This is an optimization exercise on Yosys and OpenROAD, whose aim is small area and a short achievable clock period, not a production implementation. RTL that was checked went through simulation tests only; none was proved equivalent to the original. No functional check of the RTL was part of runs 2 to 4. Power and IR drop assume default switching activity.

`flow/run.sh`:
```
#!/bin/bash
# synth_recipe.tcl (not shown) runs the flow's synth.tcl, then flattens the netlist and writes it again
# the make line also repeats each setting of config.mk as NAME=value (left out here)
make -C /OpenROAD-flow-scripts/flow DESIGN_CONFIG=/design/flow/config.mk WORK_HOME=/design/flow/orfs CLKGATE_MAP_FILE= SYNTH_SCRIPT=/design/flow/synth_recipe.tcl finish
```
`flow/config.mk`:
```
export PLATFORM = sky130hd
export DESIGN_NAME = sobel_3x3
export DESIGN_NICKNAME = sobel_3x3
export VERILOG_FILES = /design/flow/design.v
export SDC_FILE = /design/flow/constraint.sdc
export NUM_CORES = 4
export LEC_CHECK = 0
export CAP_MARGIN = 20
export CORE_MARGIN = 2
export CORE_UTILIZATION = 40
export SLEW_MARGIN = 20
```
`flow/constraint.sdc`:
```
create_clock -name core_clock -period 5.0 [get_ports {clk}]
set_input_delay 1.0000 -clock core_clock [delete_from_list [all_inputs] [get_ports {clk}]]
set_output_delay 1.0000 -clock core_clock [all_outputs]
set_load 0.01 [all_outputs]
```
`flow/design.v`:
```
package sobel_pkg;
  localparam int DATA_W_DEF = 8;
  localparam int GRAD_W     = DATA_W_DEF + 3;
  localparam int MAX_PIX    = (1 << DATA_W_DEF) - 1;
  localparam int K_EDGE   = 1;
  localparam int K_CENTRE = 2;
endpackage
module sobel_line_buffer #(
  parameter int DEPTH  = 128,
  parameter int DATA_W = 8
) (
  input  logic                         clk,
  input  logic                         en,
  input  logic [DATA_W-1:0]            din,
  output logic [DEPTH-1:0][DATA_W-1:0] taps
);
  logic [DEPTH-1:0][DATA_W-1:0] sr_q;
  assign taps = sr_q;
  always_ff @(posedge clk) begin
    if (en) sr_q <= {sr_q[DEPTH-2:0], din};
  end
endmodule
import sobel_pkg::*;
module sobel_3x3 #(
  parameter int IMG_WIDTH  = 128,
  parameter int IMG_HEIGHT = 128,
  parameter int DATA_W     = DATA_W_DEF
) (
  input  logic              clk,
  input  logic              rst_n,
  input  logic              valid_in,
  input  logic [DATA_W-1:0] pixel_in,
  output logic              valid_out,
  output logic [DATA_W-1:0] pixel_out,
  output logic              eof_out
);
  localparam int CW   = $clog2(IMG_WIDTH);
  localparam int RW   = $clog2(IMG_HEIGHT);
  localparam int SW   = DATA_W + 2;              
  localparam int GW   = DATA_W + (GRAD_W - DATA_W_DEF);
  logic              v0_q;
  logic [DATA_W-1:0] p0_q;
  logic [CW-1:0]     col_q;
  logic [RW-1:0]     row_q;
  logic              last_col, last_row, win_ok;
  logic [IMG_WIDTH-1:0][DATA_W-1:0]   lb1;
  logic [IMG_WIDTH+1:0][DATA_W-1:0]   lb2;
  logic [2:0][DATA_W-1:0] w_t, w_m, w_b;
  logic              v1_q, eof1_q;
  logic [SW-1:0]     sxp_q, sxn_q, syp_q, syn_q;
  logic              v2_q, eof2_q;
  logic signed [GW-1:0] gx_q, gy_q;
  logic              vout_q, eof_q;
  logic [DATA_W-1:0] pix_q;
  logic [GW-1:0]     gx_abs, gy_abs;
  logic [GW:0]       mag;
  sobel_line_buffer #(.DEPTH(IMG_WIDTH), .DATA_W(DATA_W)) u_lb1 (
    .clk  (clk),
    .en   (v0_q),
    .din  (p0_q),
    .taps (lb1)
  );
  sobel_line_buffer #(.DEPTH(IMG_WIDTH + 2), .DATA_W(DATA_W)) u_lb2 (
    .clk  (clk),
    .en   (v0_q),
    .din  (lb1[IMG_WIDTH-1]),
    .taps (lb2)
  );
  assign w_b = {p0_q, lb1[0], lb1[1]};
  assign w_m = {lb1[IMG_WIDTH-1], lb2[0], lb2[1]};
  assign w_t = {lb2[IMG_WIDTH-1], lb2[IMG_WIDTH], lb2[IMG_WIDTH+1]};
  assign last_col = (col_q == CW'(IMG_WIDTH - 1));
  assign last_row = (row_q == RW'(IMG_HEIGHT - 1));
  assign win_ok   = v0_q && (row_q >= RW'(2)) && (col_q >= CW'(2));
  assign gx_abs = gx_q[GW-1] ? GW'(-gx_q) : GW'(gx_q);
  assign gy_abs = gy_q[GW-1] ? GW'(-gy_q) : GW'(gy_q);
  assign mag    = {1'b0, gx_abs} + {1'b0, gy_abs};
  always_ff @(posedge clk) begin
    p0_q  <= pixel_in;
    sxp_q <= SW'(w_t[2]) + {1'b0, w_m[2], 1'b0} + SW'(w_b[2]);
    sxn_q <= SW'(w_t[0]) + {1'b0, w_m[0], 1'b0} + SW'(w_b[0]);
    syp_q <= SW'(w_b[0]) + {1'b0, w_b[1], 1'b0} + SW'(w_b[2]);
    syn_q <= SW'(w_t[0]) + {1'b0, w_t[1], 1'b0} + SW'(w_t[2]);
    gx_q  <= GW'(sxp_q) - GW'(sxn_q);
    gy_q  <= GW'(syp_q) - GW'(syn_q);
    pix_q <= (|mag[GW:DATA_W]) ? {DATA_W{1'b1}} : mag[DATA_W-1:0];
  end
  always_ff @(posedge clk) begin
    if (!rst_n) begin
      v0_q   <= 1'b0;
      col_q  <= '0;
      row_q  <= '0;
      v1_q   <= 1'b0;
      eof1_q <= 1'b0;
      v2_q   <= 1'b0;
      eof2_q <= 1'b0;
      vout_q <= 1'b0;
      eof_q  <= 1'b0;
    end else begin
      v0_q <= valid_in;
      if (v0_q) begin
        if (last_col) begin
          col_q <= '0;
          row_q <= last_row ? '0 : row_q + RW'(1);
        end else begin
          col_q <= col_q + CW'(1);
        end
      end
      v1_q   <= win_ok;
      eof1_q <= win_ok && last_row && last_col;
      v2_q   <= v1_q;
      eof2_q <= eof1_q;
      vout_q <= v2_q;
      eof_q  <= eof2_q;
    end
  end
  assign valid_out = vout_q;
  assign pixel_out = pix_q;
  assign eof_out   = eof_q;
endmodule
```
==> results of run 1 <==
[placed cells by master (no fill, tap or decap), types with 24 or more instances in the layout]
master     count
a21oi_1       26
clkbuf_1      59
clkbuf_16    205
clkinv_1      43
clkinv_2      26
dfxtp_1       98
edfxtp_1    2064
fa_1          35
ha_1          73
inv_1         60
nand2_1       32
nor2_1        42
o21ai_0       24
xnor2_1       54
[critical path, delay by kind of cell, from the launching register on]
family                   cells  cell delay [ps]
buffers and inverters        1              170
AND/OR/NAND/NOR              3             1040
XOR/XNOR                     1              130
AO/OA/AOI/OAI                5             1010
flip-flops                   1              320
adder cells (fa/ha/maj)      1              290
[worst paths after layout]
kind	endpoint	depth (start not counted)
worst max-delay path	pix_q[4]	11
worst min-delay path	u_lb2.sr_q[79]	0
worst max register to register	pix_q[4]	11
worst min register to register	u_lb2.sr_q[79]	0
[stage by stage]
stage	worst slack (ps)	std cells
2_1_floorplan	-10930	2681
3_3_place_gp	2040	4949
3_5_place_dp	2000	4949
4_1_cts	2000	5327
5_1_grt	1740	5327
6_report	1950	5328
[power breakdown]
group	switching, mW	internal (mW)
Combinational	1.77	1.15
Clock	6.40	8.36
Sequential	0.339	20.7
Total	8.51	30.3
[layer usage]
layer / GRT usage / vias to the layer above / wire length [µm]
li1: - / 11100 / -
met1: 0.158 / 12200 / 44900
met2: 0.117 / 380 / 32900
met3: 0.0253 / 182 / 3690
met4: 0.0375 / 0 / 2140
met5: 0 / - / 0
[registers in the layout (all words and copies together), names as in the netlist, 7 cells and up]
signal,count
col_q,7
gx_q,11
gy_q,11
p0_q,8
pix_q,8
row_q,7
sxn_q,10
sxp_q,10
syn_q,10
syp_q,10
u_lb1.sr_q,1024
u_lb2.sr_q,1040
[cells by family after synthesis]
| logic type | Yosys count | synth area share |
|---|---|---|
| compound gates | 110 | 0.0105 |
| buf+inv | 63 | 0.00348 |
| mux | 3 | 0.000460 |
| simple gates | 169 | 0.0131 |
| fa+ha+maj | 108 | 0.0237 |
| xor+xnor | 65 | 0.00837 |
| flops | 2163 | 0.940 |
[area by class of cell]
| cell class | instances | area [µm²] | share of cell area |
|---|---|---|---|
| flip-flops and latches | 2163 | 64000 | 0.821 |
| inverters | 60 | 225 | 0.00289 |
| multi-input cells | 455 | 3820 | 0.0490 |
| clock inverters | 111 | 1080 | 0.0138 |
| repair buffers | 53 | 673 | 0.00864 |
| clock buffers | 267 | 5390 | 0.0692 |
| diodes | 1 | 2.50 | 0.0000321 |
| well taps | 2218 | 2780 | 0.0356 |
==> metrics.md, run 1 <==
| Metric | Value |
|---|---|
| Nature of the critical path endpoint | flop |
| Setup TNS | 0 ps |
| Post-Syn Instances | 2681 |
| Crit path time final | 3050 ps |
| Core footprint | 169000 µm² |
| Post-route cell area | 77900 µm² |
| Die area | 173000 µm² |
| # rows | 151 |
| Layout area overhead | 14.6% |
| YS warnings | 3 |
| HPWL Detailed | 40400 µm |
| Via density | 4.47 |
| H-Tree Depth | 4 |
| Final setup viols | 0 |
| Residual DRC | 0 |
| Global-route wire length before repair | 131000 µm |
| Final hold violation count | 0 |
| Initial antenna violation count | 0 |
| Post-synth top area share | 0.911 |
| Clk sinks | 2163 |
| Initial core utilization | 0.402 |
| # IOs | 21 |
| Largest net degree at the start of global routing | 195 |
| Most common cell in the netlist | edfxtp_1 |
| Total GRT Usage | 0.0955 |
| Unique masters post-synth | 54 |
| CP Launch Type | flop |
| Clock skew | 47.1 ps |
| Max Buffers Root-to-Sink | 3 |
| Fin Hold WS | 374 ps |
| Worst Setup Path Type | reg -> reg |
| Placed cell areas | 71500 µm² |
| CP Launch Point | gx_q[5] |
| Most frequent cells after synthesis | 2064 x edfxtp_1, 99 x dfxtp_1, 73 x ha_1 |
| Fin. max-slew vios | 0 |
| PostCTS Resize Cnt | 0 |
| Yosys reg bits | 2163 |
| Number of synthesized flops with an enable pin | 2064 |
| Die height | 416 µm |
| Final nets | 3055 |
| Vias in the first global route | 23100 |
| Maximum vdd ir drop | 0.382 mV |
| Layout cells sized above 1 | 0.105 |
| Cell Area, Synth | 68000 µm² |
| Reg-to-Reg Start | gx_q[5] |
| Ys flop type | edfxtp_1 |
| Post-synth ARST share | 0 |
| DRT Pass-1 Iters | 5 |
| Worst path max stage delay | 570 ps |
| Status | timing/DRC/antenna clean |
| Worst-skew pair later-pin latency | 810 ps |
| Routability cong. | 0.729 |
| Die width | 416 µm |
| Power Total | 38.8 mW |
| Mapped Nets | 2800 |
| PwrDens | 497 nW/µm² |
| Worst Path Max Fanout | 7 |
| Global-route congestion overflow total | 0 |
| Final Core Density | 0.461 |
| Syn_area_per_cell | 25.4 µm² |
| Average wire per standard cell | 15.7 µm |
| RSZ-0062 raised after global routing | false |
| Area contributors post-synth | edfxtp_1 91%, dfxtp_1 2.9%, ha_1 1.3%, fa_1 1.0%, xnor2_1 0.70% |
| Hold Buf Count CTS | 0 |
| CTS buffer count | 203 |
| Clock root buffer | clkbuf_16 |
| Worst path cell trace | or4_1, or3_1, nand2_1, xnor2_1, ha_1, a21o_1, o21ai_1, o211ai_1, a22oi_1, inv_1, o2111ai_1 |
| Final WL | 83600 µm |
| Max-Cap Viols | 0 |
| Post-synthesis sequential area ratio | 0.940 |
| Post-CTS setup buffers | 0 |
| Max Fclk | 0.328 GHz |
| Required time of the critical path | 5690 ps |
| Antenna viol nets, final | 0 |
| Worst-margin pin slew | 1050 ps |
| Synth area leader | edfxtp_1 |
| WP data arrival | 3740 ps |
| Reg clk slew, reported paths | 60 ps |
| Reg2reg setup slack | 1950 ps |
| Fillers | 13600 |
| Hold Path Class | reg -> reg |
| PortBufs | 20 |
| Initial DRC Count | 2391 |
| CTS tree | done |
| Slew HR | 0.297 |
| DR vias | 23800 |
| Tcrit/Tclk final | 0.610 |
| Lkg Pwr | 25.5 nW |
| Critical path's slowest cell | or4_1 |
| Hold Crit Start | u_lb2.sr_q[71] |
==> run 2, diff against run 1 <==
--- a/flow/design.v
+++ b/flow/design.v
@@ -38,5 +38,4 @@
   localparam int RW   = $clog2(IMG_HEIGHT);
   localparam int SW   = DATA_W + 2;              
-  localparam int GW   = DATA_W + (GRAD_W - DATA_W_DEF);
   logic              v0_q;
   logic [DATA_W-1:0] p0_q;
@@ -50,9 +49,9 @@
   logic [SW-1:0]     sxp_q, sxn_q, syp_q, syn_q;
   logic              v2_q, eof2_q;
-  logic signed [GW-1:0] gx_q, gy_q;
+  logic [SW-1:0]     ax_q, ay_q;
   logic              vout_q, eof_q;
   logic [DATA_W-1:0] pix_q;
-  logic [GW-1:0]     gx_abs, gy_abs;
-  logic [GW:0]       mag;
+  logic [SW:0]       dxp, dxn, dyp, dyn;
+  logic [SW:0]       mag;
   sobel_line_buffer #(.DEPTH(IMG_WIDTH), .DATA_W(DATA_W)) u_lb1 (
     .clk  (clk),
@@ -73,7 +72,9 @@
   assign last_row = (row_q == RW'(IMG_HEIGHT - 1));
   assign win_ok   = v0_q && (row_q >= RW'(2)) && (col_q >= CW'(2));
-  assign gx_abs = gx_q[GW-1] ? GW'(-gx_q) : GW'(gx_q);
-  assign gy_abs = gy_q[GW-1] ? GW'(-gy_q) : GW'(gy_q);
-  assign mag    = {1'b0, gx_abs} + {1'b0, gy_abs};
+  assign dxp = {1'b0, sxp_q} - {1'b0, sxn_q};
+  assign dxn = {1'b0, sxn_q} - {1'b0, sxp_q};
+  assign dyp = {1'b0, syp_q} - {1'b0, syn_q};
+  assign dyn = {1'b0, syn_q} - {1'b0, syp_q};
+  assign mag = {1'b0, ax_q} + {1'b0, ay_q};
   always_ff @(posedge clk) begin
     p0_q  <= pixel_in;
@@ -82,7 +83,7 @@
     syp_q <= SW'(w_b[0]) + {1'b0, w_b[1], 1'b0} + SW'(w_b[2]);
     syn_q <= SW'(w_t[0]) + {1'b0, w_t[1], 1'b0} + SW'(w_t[2]);
-    gx_q  <= GW'(sxp_q) - GW'(sxn_q);
-    gy_q  <= GW'(syp_q) - GW'(syn_q);
-    pix_q <= (|mag[GW:DATA_W]) ? {DATA_W{1'b1}} : mag[DATA_W-1:0];
+    ax_q  <= dxp[SW] ? dxn[SW-1:0] : dxp[SW-1:0];
+    ay_q  <= dyp[SW] ? dyn[SW-1:0] : dyp[SW-1:0];
+    pix_q <= (|mag[SW:DATA_W]) ? {DATA_W{1'b1}} : mag[DATA_W-1:0];
   end
   always_ff @(posedge clk) begin
--- a/flow/config.mk
+++ b/flow/config.mk
@@ -6,6 +6,8 @@
 export NUM_CORES = 4
 export LEC_CHECK = 0
+export ABC_CLOCK_PERIOD_IN_PS = 2000
 export CAP_MARGIN = 20
 export CORE_MARGIN = 2
-export CORE_UTILIZATION = 40
+export CORE_UTILIZATION = 65
+export SETUP_SLACK_MARGIN = 2.7
 export SLEW_MARGIN = 20
==> run 2 against run 1 <==
Effect of this change: largest power group unchanged; combinational power fell by 8.9%; global-route usage grew 6.9 points; first-iteration DRC count down 6.6%; setup slack improved by 620 ps; clock power hardly changed; still clean; via count up 2.1%; total power is 0.84% lower.
==> metrics.md, run 2 <==
| Metric | Value |
|---|---|
| Slew HR | 0.463 (+0.166) |
| Mapped Nets | 2858 (+2.1%) |
| Die height | 328 µm (-21%) |
| Total GRT Usage | 0.164 (+0.0686) |
| Setup TNS | 0 ps (unchanged) |
| Lkg Pwr | 26.0 nW (+2.1%) |
| Fin. max-slew vios | 0 (unchanged) |
| Hold depth | 0 (unchanged) |
| Final hold violation count | 0 (unchanged) |
| Die width | 328 µm (-21%) |
| CTS buffer count | 196 (-3.4%) |
| Residual DRC | 0 (unchanged) |
| Worst slack, placed | 2320 ps (+321 ps) |
| Unique masters post-synth | 53 (-1.9%) |
| Clock root buffer | clkbuf_16 |
| Syn_area_per_cell | 25.1 µm² (-0.95%) |
| Final Core Density | 0.747 (+0.287) |
| Core footprint | 104000 µm² (-39%) |
| Worst Path Max Fanout | 2 (-5) |
| Antenna viol nets, final | 0 (unchanged) |
| HPWL Detailed | 40400 µm (+0.11%) |
| Yosys reg bits | 2161 (-0.092%) |
| Worst-margin pin slew | 806 ps (-249 ps) |
| Fillers | 5648 (-58%) |
| Reg-to-Reg Start | u_lb2.sr_q[1025] |
| Nature of the critical path endpoint | flop |
| Clock skew | 33.4 ps (-13.7 ps) |
| Post-synthesis sequential area ratio | 0.935 (-0.00585) |
| Routability cong. | 0.797 (+9.3%) |
| CTS tree | done |
| Post-synth top area share | 0.906 (-0.00510) |
| Hold Crit Start | u_lb2.sr_q[438] |
| Required time of the critical path | 5630 ps (-60 ps) |
| Initial DRC Count | 2233 (-6.6%) |
| Final setup viols | 0 (unchanged) |
| Worst-skew pair later-pin latency | 770 ps (-40 ps) |
| Worst Setup Path Type | reg -> reg |
| Most common cell after layout, fill and taps aside | edfxtp_1 |
| RR Endpoint | syn_q[8] |
| Worst hold endpoint | u_lb2.sr_q[446] |
| Global-route wire length before repair | 137000 µm (+4.0%) |
| RSZ-0062 raised after global routing | true |
| Max Fclk | 0.412 GHz (+26%) |
| # rows | 118 (-22%) |
| Cell Area, Synth | 68400 µm² (+0.56%) |
| Hold Path Class | reg -> reg |
| Most frequent cells in the layout | 2064 x edfxtp_1, 205 x clkbuf_16, 92 x dfxtp_1 |
| Synth area leader | edfxtp_1 |
| Placed cell areas | 70800 µm² (-0.96%) |
| Status | timing/DRC/antenna clean |
| Area contributors post-synth | edfxtp_1 91%, dfxtp_1 2.8%, ha_1 1.6%, fa_1 1.1%, xnor2_1 0.40% |
| Max Buffers Root-to-Sink | 3 (unchanged) |
| Initial antenna violation count | 1 (+1) |
| YS warnings | 3 (unchanged) |
| Average wire per standard cell | 18.9 µm (+21%) |
| DRT Pass-1 Iters | 5 (unchanged) |
| Vias in the first global route | 24300 (+5.3%) |
| Final WL | 86100 µm (+3.0%) |
| Hold Buf Count CTS | 0 (unchanged) |
| Post-synth ARST share | 0 (unchanged) |
| Maximum vdd ir drop | 0.476 mV (+25%) |
| Largest register FFs | 1040 (unchanged) |
| Via density | 5.35 (+20%) |
| Initial core utilization | 0.658 (+0.256) |
| Layout cells sized above 1 | 0.135 (+0.0302) |
| Post-Syn Instances | 2722 (+1.5%) |
| DR vias | 24300 (+2.1%) |
| Largest net degree at the start of global routing | 158 (-19%) |
| Tcrit/Tclk final | 0.486 (-0.124) |
| Worst r2r path cells | 8 (-3) |
| Reg2reg setup slack | 2570 ps (+620 ps) |
| CP Launch Type | flop |
| WP data arrival | 3060 ps (-680 ps) |
| Crit path time final | 2430 ps (-622 ps) |
| Reg clk slew, reported paths | 60 ps (about the same) |
| Global-route congestion overflow total | 0 (unchanged) |
| Fin Hold WS | 403 ps (+29.6 ps) |
| Final nets | 3144 (+2.9%) |
| Ys flop type | edfxtp_1 |
| Clk sinks | 2161 (-0.092%) |
| Layout area overhead | 13.6% |
| # IOs | 21 (unchanged) |
| H-Tree Depth | 4 (unchanged) |
| Top reg by flops | u_lb2.sr_q |
| PwrDens | 495 nW/µm² (-0.54%) |
| Die area | 108000 µm² (-38%) |
| Max-Cap Viols | 0 (unchanged) |
| Post-route cell area | 77700 µm² (-0.30%) |
| Most common cell in the netlist | edfxtp_1 |
| Number of synthesized flops with an enable pin | 2064 (unchanged) |
| Final worst setup slack | 2570 ps (+622 ps) |
| PortBufs | 20 (unchanged) |
| Most frequent cells after synthesis | 2064 x edfxtp_1, 97 x dfxtp_1, 88 x ha_1 |
| Top flop regs | u_lb2.sr_q (1040), u_lb1.sr_q (1024) |
-- run 2: worst max-delay path by stage --
stage / startpoint / end / depth (start not counted)
finish: u_lb2.sr_q[1025] / syn_q[8] / 8
global route: u_lb2.sr_q[1025] / syn_q[8] / 8
CTS: u_lb2.sr_q[1018] / sxp_q[8] / 8
detailed placement: u_lb2.sr_q[1018] / sxp_q[8] / 8
global placement: p0_q[1] / sxp_q[9] / 10
floorplan: v0_q / row_q[6] / 6
-- run 2: worst max-delay path, cell delays in order (launching register included) --
cell	delay, ps
edfxtp_1	430
fa_1	590
ha_1	240
a21o_1	190
a21oi_2	150
nor2b_1	70
o21a_1	180
o41a_1	320
xor2_1	150
-- run 2: routing by layer --
metal  share of wire  track usage  up-vias
met5               0            0        -
met4           0.022       0.0572        0
met3           0.041       0.0340      170
met2            0.43        0.222      416
met1            0.51        0.272    12500
li1                -            -    11300
-- run 2: area by class of cell --
| type | instances | area, µm² | share of cell area |
|---|---|---|---|
| Clock inverter | 101 | 1060 | 0.0136 |
| Tap cell | 1380 | 1730 | 0.0222 |
| Antenna cell | 1 | 2.50 | 0.0000322 |
| Sequential cell | 2161 | 63900 | 0.823 |
| Inverter | 65 | 246 | 0.00317 |
| Clock buffer | 259 | 5370 | 0.0692 |
| Timing Repair Buffer | 95 | 923 | 0.0119 |
| Multi-Input combinational cell | 489 | 4430 | 0.0570 |
-- run 2: logic make-up (layout without fill, tap and decap cells) --
| group | Yosys count | count (layout) | synth area share |
|---|---|---|---|
| compound gates | 138 | 138 | 0.0136 |
| xor+xnor | 52 | 52 | 0.00666 |
| fa+ha+maj | 125 | 125 | 0.0269 |
| buf+inv | 72 | 520 | 0.00397 |
| flops | 2161 | 2161 | 0.935 |
| mux | 20 | 20 | 0.00295 |
| other cells | 0 | 1 | 0 |
| simple gates | 154 | 154 | 0.0113 |
-- run 2: stage by stage --
step	cells	power (mW)
2_1_floorplan	2722	23.6
3_3_place_gp	4156	23.7
3_5_place_dp	4156	23.8
4_1_cts	4533	38.8
5_1_grt	4550	40.0
6_report	4551	38.4
-- run 2: power breakdown --
| group | switching, mW | leakage, nW | internal [mW] |
|---|---|---|---|
| sequential | 0.338 | 20.2 | 20.7 |
| combinational | 1.52 | 2.72 | 1.14 |
| clock | 6.09 | 3.14 | 8.63 |
| total | 7.95 | 26.0 | 30.5 |
-- run 2: timing repair --
action	CTS	global route
gates cloned	0	0
buffers inserted	17	17
endpoints found under the setup margin	388	42
pin swaps	33	34
gates resized for setup	78	44
==> run 3, diff against run 2 <==
--- a/flow/config.mk
+++ b/flow/config.mk
@@ -10,4 +10,6 @@
 export CORE_MARGIN = 2
 export CORE_UTILIZATION = 65
+export CTS_BUF_LIST = sky130_fd_sc_hd__clkbuf_8 sky130_fd_sc_hd__clkbuf_4
+export CTS_CLUSTER_SIZE = 30
 export SETUP_SLACK_MARGIN = 2.7
 export SLEW_MARGIN = 20
==> run 3 against run 2 <==
Effect of this change: fmax fell by 1.2%; sequential cell count did not move; clock skew rose by 23 ps; setup slack got worse by 29 ps.
==> metrics.md, run 3 <==
| Metric | Value |
|---|---|
| Status | timing/DRC/antenna clean |
| Post-Syn Instances | 2722 (unchanged) |
| Routability cong. | 0.797 (unchanged) |
| Synth Area in Adders | 0.0269 (unchanged) |
| CTS buffer count | 331 (+69%) |
| Compound-Gate Fraction of Synth Area | 0.0136 (unchanged) |
| PortBufs | 20 (unchanged) |
| Residual DRC | 0 (unchanged) |
| Setup TNS | 0 ps (unchanged) |
| Lkg Pwr | 26.2 nW (+0.67%) |
| Most frequent cells in the layout | 2064 x edfxtp_1, 337 x clkbuf_8, 113 x clkbuf_4 |
| Core footprint | 104000 µm² (unchanged) |
| Largest family of logic cells by synthesized area | adder cells |
| Cell Area, Synth | 68400 µm² (unchanged) |
| Average wire per standard cell | 18.0 µm (-4.9%) |
| Nature of the critical path endpoint | flop |
| Post-synth ARST share | 0 (unchanged) |
| Layout area overhead | 13.3% |
| # rows | 118 (unchanged) |
| Antenna viol nets, final | 0 (unchanged) |
| Top flop regs | u_lb2.sr_q (1040), u_lb1.sr_q (1024) |
| Fillers | 5663 (+0.27%) |
| Vias in the first global route | 25200 (+3.8%) |
| Mapped Nets | 2858 (unchanged) |
| HPWL Detailed | 40400 µm (unchanged) |
| Slew HR | 0.465 (+0.00207) |
| Largest net degree at the start of global routing | 158 (unchanged) |
| Global-route wire length before repair | 137000 µm (about the same) |
| Fin. max-slew vios | 0 (unchanged) |
| Hold Path Class | reg -> reg |
| Area contributors post-synth | edfxtp_1 91%, dfxtp_1 2.8%, ha_1 1.6%, fa_1 1.1%, xnor2_1 0.40% |
| Max-Cap Viols | 0 (unchanged) |
| Clock skew | 56.2 ps (+22.8 ps) |
| Worst Setup Path Type | reg -> reg |
| Worst-margin pin slew | 803 ps (-3.10 ps) |
| Total GRT Usage | 0.163 (-0.000817) |
| Layout cells sized above 1 | 0.194 (+0.0593) |
| Clock root buffer | clkbuf_8 |
| Most frequent cells after synthesis | 2064 x edfxtp_1, 97 x dfxtp_1, 88 x ha_1 |
| Post-synthesis sequential area ratio | 0.935 (unchanged) |
| Die height | 328 µm (unchanged) |
| Clk sinks | 2161 (unchanged) |
| Number of synthesized flops with an enable pin | 2064 (unchanged) |
| H-Tree Depth | 5 (+1) |
| XOR/XNOR Fraction of Synth Area | 0.00666 (unchanged) |
| Placed cell areas | 70800 µm² (unchanged) |
| Top reg by flops | u_lb2.sr_q |
| Post-route cell area | 77500 µm² (-0.27%) |
| Area of the multi-input gates | 4420 µm² (-0.23%) |
| Most common cell in the netlist | edfxtp_1 |
| Worst Path Max Fanout | 3 (+1) |
| WP data arrival | 3230 ps (+170 ps) |
| Max Buffers Root-to-Sink | 4 (+1) |
| Ys flop type | edfxtp_1 |
| Final Core Density | 0.745 (-0.00202) |
| DRT Pass-1 Iters | 4 (-1) |
| Power Total | 37.3 mW (-3.1%) |
| Yosys reg bits | 2161 (unchanged) |
| Final hold violation count | 0 (unchanged) |
| Required time of the critical path | 5770 ps (+140 ps) |
| Initial core utilization | 0.658 (unchanged) |
| Tcrit/Tclk final | 0.492 (+0.00571) |
| Reg clk slew, reported paths | 60 ps (about the same) |
| Largest register FFs | 1040 (unchanged) |
| Simple-Gate Fraction of Synth Area | 0.0113 (unchanged) |
| DR vias | 25000 (+2.8%) |
| Initial DRC Count | 2246 (+0.58%) |
| Fin Hold WS | 388 ps (-14.7 ps) |
| Hold Buf Count CTS | 0 (unchanged) |
| PwrDens | 481 nW/µm² (-2.8%) |
| Final setup viols | 0 (unchanged) |
| Worst-skew pair later-pin latency | 920 ps (+150 ps) |
| Via density | 5.25 (-1.9%) |
| Syn_area_per_cell | 25.1 µm² (unchanged) |
| Die area | 108000 µm² (unchanged) |
| Post-synthesis mux area share | 0.00295 (unchanged) |
| Sequential Area | 63900 µm² (about the same) |
| YS warnings | 3 (unchanged) |
| # IOs | 21 (unchanged) |
| Final nets | 3279 (+4.3%) |
| RSZ-0062 raised after global routing | true |
| Global-route congestion overflow total | 0 (unchanged) |
| Synth area leader | edfxtp_1 |
| Initial antenna violation count | 1 (unchanged) |
| Crit path time final | 2460 ps (+28.5 ps) |
| Max Fclk | 0.407 GHz (-1.2%) |
| CTS tree | done |
| Most common cell after layout, fill and taps aside | edfxtp_1 |
| Final WL | 85800 µm (-0.36%) |
| Post-synth top area share | 0.906 (unchanged) |
| Maximum vdd ir drop | 0.320 mV (-33%) |
| CP Launch Type | flop |
| Unique masters post-synth | 53 (unchanged) |
| Die width | 328 µm (unchanged) |
-- run 3: cell counts after synthesis --
Identical to the previous run, type by type.
-- run 3: through the flow --
| stage | worst slack [ps] | std cells |
|---|---|---|
| global route | 2430 | 4767 |
| finish | 2540 | 4768 |
| CTS | 2520 | 4751 |
| global placement | 2370 | 4156 |
| floorplan | -10240 | 2722 |
| detailed placement | 2320 | 4156 |
-- run 3: worst max-delay path, stage by stage, from the launching register on --
cell and delay (ps):
edfxtp_1 460, fa_1 500, ha_1 310, a21o_1 190
a21oi_4 180, nor2b_1 70, o21a_1 190, o41ai_2 320
xnor2_1 130
-- run 3: layer usage --
layer / track usage / up-vias / share of wire
li1: - / 11600 / -
met3: 0.0385 / 209 / 0.040
met1: 0.271 / 12700 / 0.51
met5: 0 / - / 0
met4: 0.0758 / 0 / 0.029
met2: 0.208 / 501 / 0.42
-- run 3: worst paths after layout --
check	from	to	cells past startpoint	slack (ps)
worst min-delay path	u_lb2.sr_q[704]	u_lb2.sr_q[712]	0	390
worst max-delay path	u_lb2.sr_q[1018]	sxp_q[8]	8	2540
worst max register to register	u_lb2.sr_q[1018]	sxp_q[8]	8	2540
worst min register to register	u_lb2.sr_q[704]	u_lb2.sr_q[712]	0	390
-- run 3: cells by family (layout without fill, tap and decap cells) --
family	after synthesis	in the layout
adder cells (fa/ha/maj)	125	125
flip-flops	2161	2161
AO/OA/AOI/OAI	138	138
buffers and inverters	72	736
other	0	2
multiplexers	20	20
AND/OR/NAND/NOR	154	154
XOR/XNOR	52	52
-- run 3: timing repair --
action	in CTS	in global routing
setup endpoints to repair	497	53
buffers inserted	19	15
resized for setup	85	44
pin swaps	24	36
-- run 3: where the power goes --
part | total, mW | internal, mW | switching, mW
Combinational | 2.66 | 1.14 | 1.53
Clock | 13.5 | 7.36 | 6.17
Sequential | 21.1 | 20.7 | 0.335
-- run 3: area by class of cell --
type | count | share of cell area
diodes | 2 | 0.0000646
well taps | 1380 | 0.0223
clock buffers | 450 | 0.0708
multi-input cells | 489 | 0.0570
clock inverters | 126 | 0.00920
repair buffers | 95 | 0.0122
flip-flops and latches | 2161 | 0.825
inverters | 65 | 0.00318
==> run 4, diff against run 3 <==
==> flow/config.mk (replaced) <==
export PLATFORM = sky130hd
export DESIGN_NAME = sobel_3x3
export DESIGN_NICKNAME = sobel_3x3
export VERILOG_FILES = /design/flow/design.v
export SDC_FILE = /design/flow/constraint.sdc
export NUM_CORES = 4
export LEC_CHECK = 0
export ABC_CLOCK_PERIOD_IN_PS = 1500
export CAP_MARGIN = 20
export CORE_MARGIN = 2
export CORE_UTILIZATION = 70
export CTS_BUF_LIST = sky130_fd_sc_hd__clkbuf_16
export CTS_CLUSTER_DIAMETER = 100
export CTS_CLUSTER_SIZE = 25
export SETUP_SLACK_MARGIN = 3.0
export SLEW_MARGIN = 20
==> run 4 against run 3 <==
Effect of this change: design area fell by 3.9%; die area fell by 7.1%; setup slack improved by 12 ps; critical path type unchanged; core utilization rose by 2.4 points; sequential cell count did not move; global-route usage rose by 0.98 points; register-to-register slack barely moved; cell count fell by 11%; clock skew fell by 30 ps; largest cell class unchanged.
==> metrics.md, run 4 <==
| Metric | Value |
|---|---|
| Most common cell in the netlist | edfxtp_1 |
| Max Buffers Root-to-Sink | 3 (-1) |
| Ys flop type | edfxtp_1 |
| Post-synthesis mux area share | 0.00295 (unchanged) |
| Post-synth top area share | 0.906 (unchanged) |
| Nature of the critical path endpoint | flop |
| Top flop regs | u_lb2.sr_q (1040), u_lb1.sr_q (1024) |
| Final setup viols | 0 (unchanged) |
| Post-route cell area | 74400 µm² (-3.9%) |
| H-Tree Depth | 3 (-2) |
| Status | timing/DRC/antenna clean |
| Worst Path Max Fanout | 2 (-1) |
| Slew HR | 0.420 (-0.0450) |
| RR Endpoint | syp_q[7] |
| Average wire per standard cell | 20.3 µm (+13%) |
| Yosys reg bits | 2161 (unchanged) |
| Initial DRC Count | 1919 (-15%) |
| Max Fclk | 0.409 GHz (+0.49%) |
| Cell Area, Synth | 68400 µm² (unchanged) |
| Global-route congestion overflow total | 0 (unchanged) |
| XOR/XNOR Fraction of Synth Area | 0.00666 (unchanged) |
| Post-Syn Instances | 2722 (unchanged) |
| Hold Path Class | reg -> reg |
| Clock root buffer | clkbuf_16 |
| Post-synth ARST share | 0 (unchanged) |
| Residual DRC | 0 (unchanged) |
| Required time of the critical path | 5590 ps (-180 ps) |
| Core footprint | 96700 µm² (-7.0%) |
| Hold Buf Count CTS | 0 (unchanged) |
| Mapped Nets | 2858 (unchanged) |
| DRT Pass-1 Iters | 5 (+1) |
| Top reg by flops | u_lb2.sr_q |
| Initial core utilization | 0.707 (+0.0492) |
| Simple-Gate Fraction of Synth Area | 0.0113 (unchanged) |
| Fin Hold WS | 408 ps (+19.7 ps) |
| Synth Area in Adders | 0.0269 (unchanged) |
| Final hold violation count | 0 (unchanged) |
| Reg-to-Reg Start | u_lb1.sr_q[9] |
| Antenna viol nets, final | 0 (unchanged) |
| Post-synthesis sequential area ratio | 0.935 (unchanged) |
| Setup TNS | 0 ps (unchanged) |
| PortBufs | 20 (unchanged) |
| Most frequent cells after synthesis | 2064 x edfxtp_1, 97 x dfxtp_1, 88 x ha_1 |
| PwrDens | 440 nW/µm² (-8.5%) |
| Synth area leader | edfxtp_1 |
| RSZ-0062 raised after global routing | true |
| Tcrit/Tclk final | 0.489 (-0.00242) |
| Area contributors post-synth | edfxtp_1 91%, dfxtp_1 2.8%, ha_1 1.6%, fa_1 1.1%, xnor2_1 0.40% |
| Largest register FFs | 1040 (unchanged) |
| Crit path time final | 2450 ps (-12.1 ps) |
| Reg clk slew, reported paths | 100 ps (+40 ps) |
| Hold depth | 0 (unchanged) |
| Global-route wire length before repair | 132000 µm (-3.4%) |
| Via density | 5.57 (+6.0%) |
| YS warnings | 3 (unchanged) |
| Routability cong. | 0.826 (+3.7%) |
| CP Launch Type | flop |
| Initial antenna violation count | 1 (unchanged) |
| Most common cell after layout, fill and taps aside | edfxtp_1 |
| Layout cells sized above 1 | 0.112 (-0.0819) |
| Worst-margin pin slew | 870 ps (+67.5 ps) |
| Final WL | 86100 µm (+0.36%) |
| Die area | 100000 µm² (-7.1%) |
| Reg2reg setup slack | 2550 ps (about the same) |
| Worst Setup Path Type | reg -> reg |
| # rows | 114 (-3.4%) |
| Largest family of logic cells by synthesized area | adder cells |
| CTS tree | done |
| Lkg Pwr | 24.5 nW (-6.4%) |
| WP data arrival | 3040 ps (-190 ps) |
| Die width | 317 µm (-3.6%) |
| Die height | 317 µm (-3.6%) |
| Clock skew | 25.9 ps (-30.3 ps) |
| Syn_area_per_cell | 25.1 µm² (unchanged) |
| Maximum vdd ir drop | 0.333 mV (+4.2%) |
| Total GRT Usage | 0.173 (+0.00981) |
| Hold Crit Start | u_lb1.sr_q[303] |
| Final nets | 3053 (-6.9%) |
| DR vias | 23600 (-5.6%) |
| # IOs | 21 (unchanged) |
| Largest net degree at the start of global routing | 170 (+7.6%) |
| Worst hold endpoint | u_lb1.sr_q[311] |
| Max-Cap Viols | 0 (unchanged) |
| Placed cell areas | 70600 µm² (-0.27%) |
| Compound-Gate Fraction of Synth Area | 0.0136 (unchanged) |
| Worst r2r path cells | 11 (+3) |
| Worst-skew pair later-pin latency | 700 ps (-220 ps) |
| Most frequent cells in the layout | 2064 x edfxtp_1, 100 x inv_1, 99 x clkbuf_16 |
| Number of synthesized flops with an enable pin | 2064 (unchanged) |
| Unique masters post-synth | 53 (unchanged) |
| CTS buffer count | 96 (-71%) |
| Fin. max-slew vios | 0 (unchanged) |
| Clk sinks | 2161 (unchanged) |
| Layout area overhead | 8.84% |
| Vias in the first global route | 23100 (-8.6%) |
| Ant. Diodes | 0 (-2) |
| HPWL Detailed | 41800 µm (+3.5%) |
==> run 4: through the flow <==
| stage | std cells | power [mW] | setup WS [ps] | util |
|---|---|---|---|---|
| global placement | 4041 | 23.7 | 2390 | 0.730 |
| CTS | 4226 | 32.8 | 2530 | 0.765 |
| finish | 4245 | 32.8 | 2550 | 0.770 |
| detailed placement | 4041 | 23.9 | 2310 | 0.730 |
| floorplan | 2722 | 23.6 | -10240 | - |
| global route | 4245 | 34.0 | 2410 | 0.770 |
==> run 4: report_power, final <==
part / total, mW / internal (mW) / switching, mW
Clock: 8.54 / 3.62 / 4.93
Combinational: 3.19 / 1.41 / 1.78
Sequential: 21.0 / 20.7 / 0.340
Total: 32.8 / 25.7 / 7.05
==> run 4: area by class of cell <==
class                      count  area (µm²)
inverter                      65         246
sequential                  2161       64000
timing repair buffer         104        1120
fill                        4926       22300
multi-input combinational    489        4780
clock buffer                  99        2480
tap                         1276        1600
clock inverter                51         259
==> run 4: worst max-delay path, stage by stage (launching register included) <==
cell and delay [ps]:
edfxtp_1 430, buf_6 140, fa_1 480, ha_2 200
inv_2 40, fa_2 340, inv_1 60, a21o_1 170
a21oi_4 80, o21bai_1 190, a21oi_2 100, xnor2_1 130
==> run 4: timing repair <==
action                                  4_1_cts  5_1_grt
endpoints found under the hold margin         0        0
buffers inserted                             35       19
gates resized for setup                     153       70
pin swaps                                    55       42
endpoints found under the setup margin     1810       70
==> run 4: routing by layer <==
metal	global-route usage	up-vias	wire length (µm)
li1	-	11000	-
met1	0.279	12200	41900
met2	0.257	334	39500
met3	0.0251	140	2480
met4	0.0482	0	2240
met5	0	-	0
==> run 4: worst max path at each step <==
stage,from,end,cells past startpoint
final,u_lb1.sr_q[9],syp_q[7],11
after global placement,p0_q[1],sxp_q[9],10
after floorplan,v0_q,row_q[6],6
after CTS,u_lb2.sr_q[1018],syn_q[8],8
after detailed placement,u_lb2.sr_q[1018],sxp_q[8],8
after global routing,u_lb1.sr_q[9],syp_q[7],11
==> run 4: kinds of logic after synthesis <==
kind of cell,count (synthesis)
AOI/OAI and AO/OA,138
xor gates and xnor gates,52
adders and majority gates,125
buffers and inverters,72
DFF,2161
muxes,20
and+or+nand+nor,154

## port drivers added, routing unchanged
In the flow no input, the clock included, has a driving cell. The finished layouts below were timed again as built, in two steps.
Step 1: set_driving_cell puts a clkbuf_16 on clk and a buf_2 on each other input, an assumption about the parent block.
Step 2 adds t to the input delays and takes it off the output delays; t is the mean of the earliest and latest rising clock arrival at the registers after step 1. Input paths then give back, and output paths get back, about the clock's delay inside the block.
Slacks: ideal / step 1 / step 2; pairs: ideal / step 1.
run	shift t [ns]	slack for setup (ns)	cell pins on the clock port's net
run 1	0.857	1.949 / 1.949 / 1.949	1
run 2	0.824	2.571 / 2.571 / 2.571	1
run 3	0.966	2.542 / 2.542 / 2.542	1
run 4	0.757	2.554 / 2.554 / 2.554	1
After both steps every run listed still meets setup and hold.
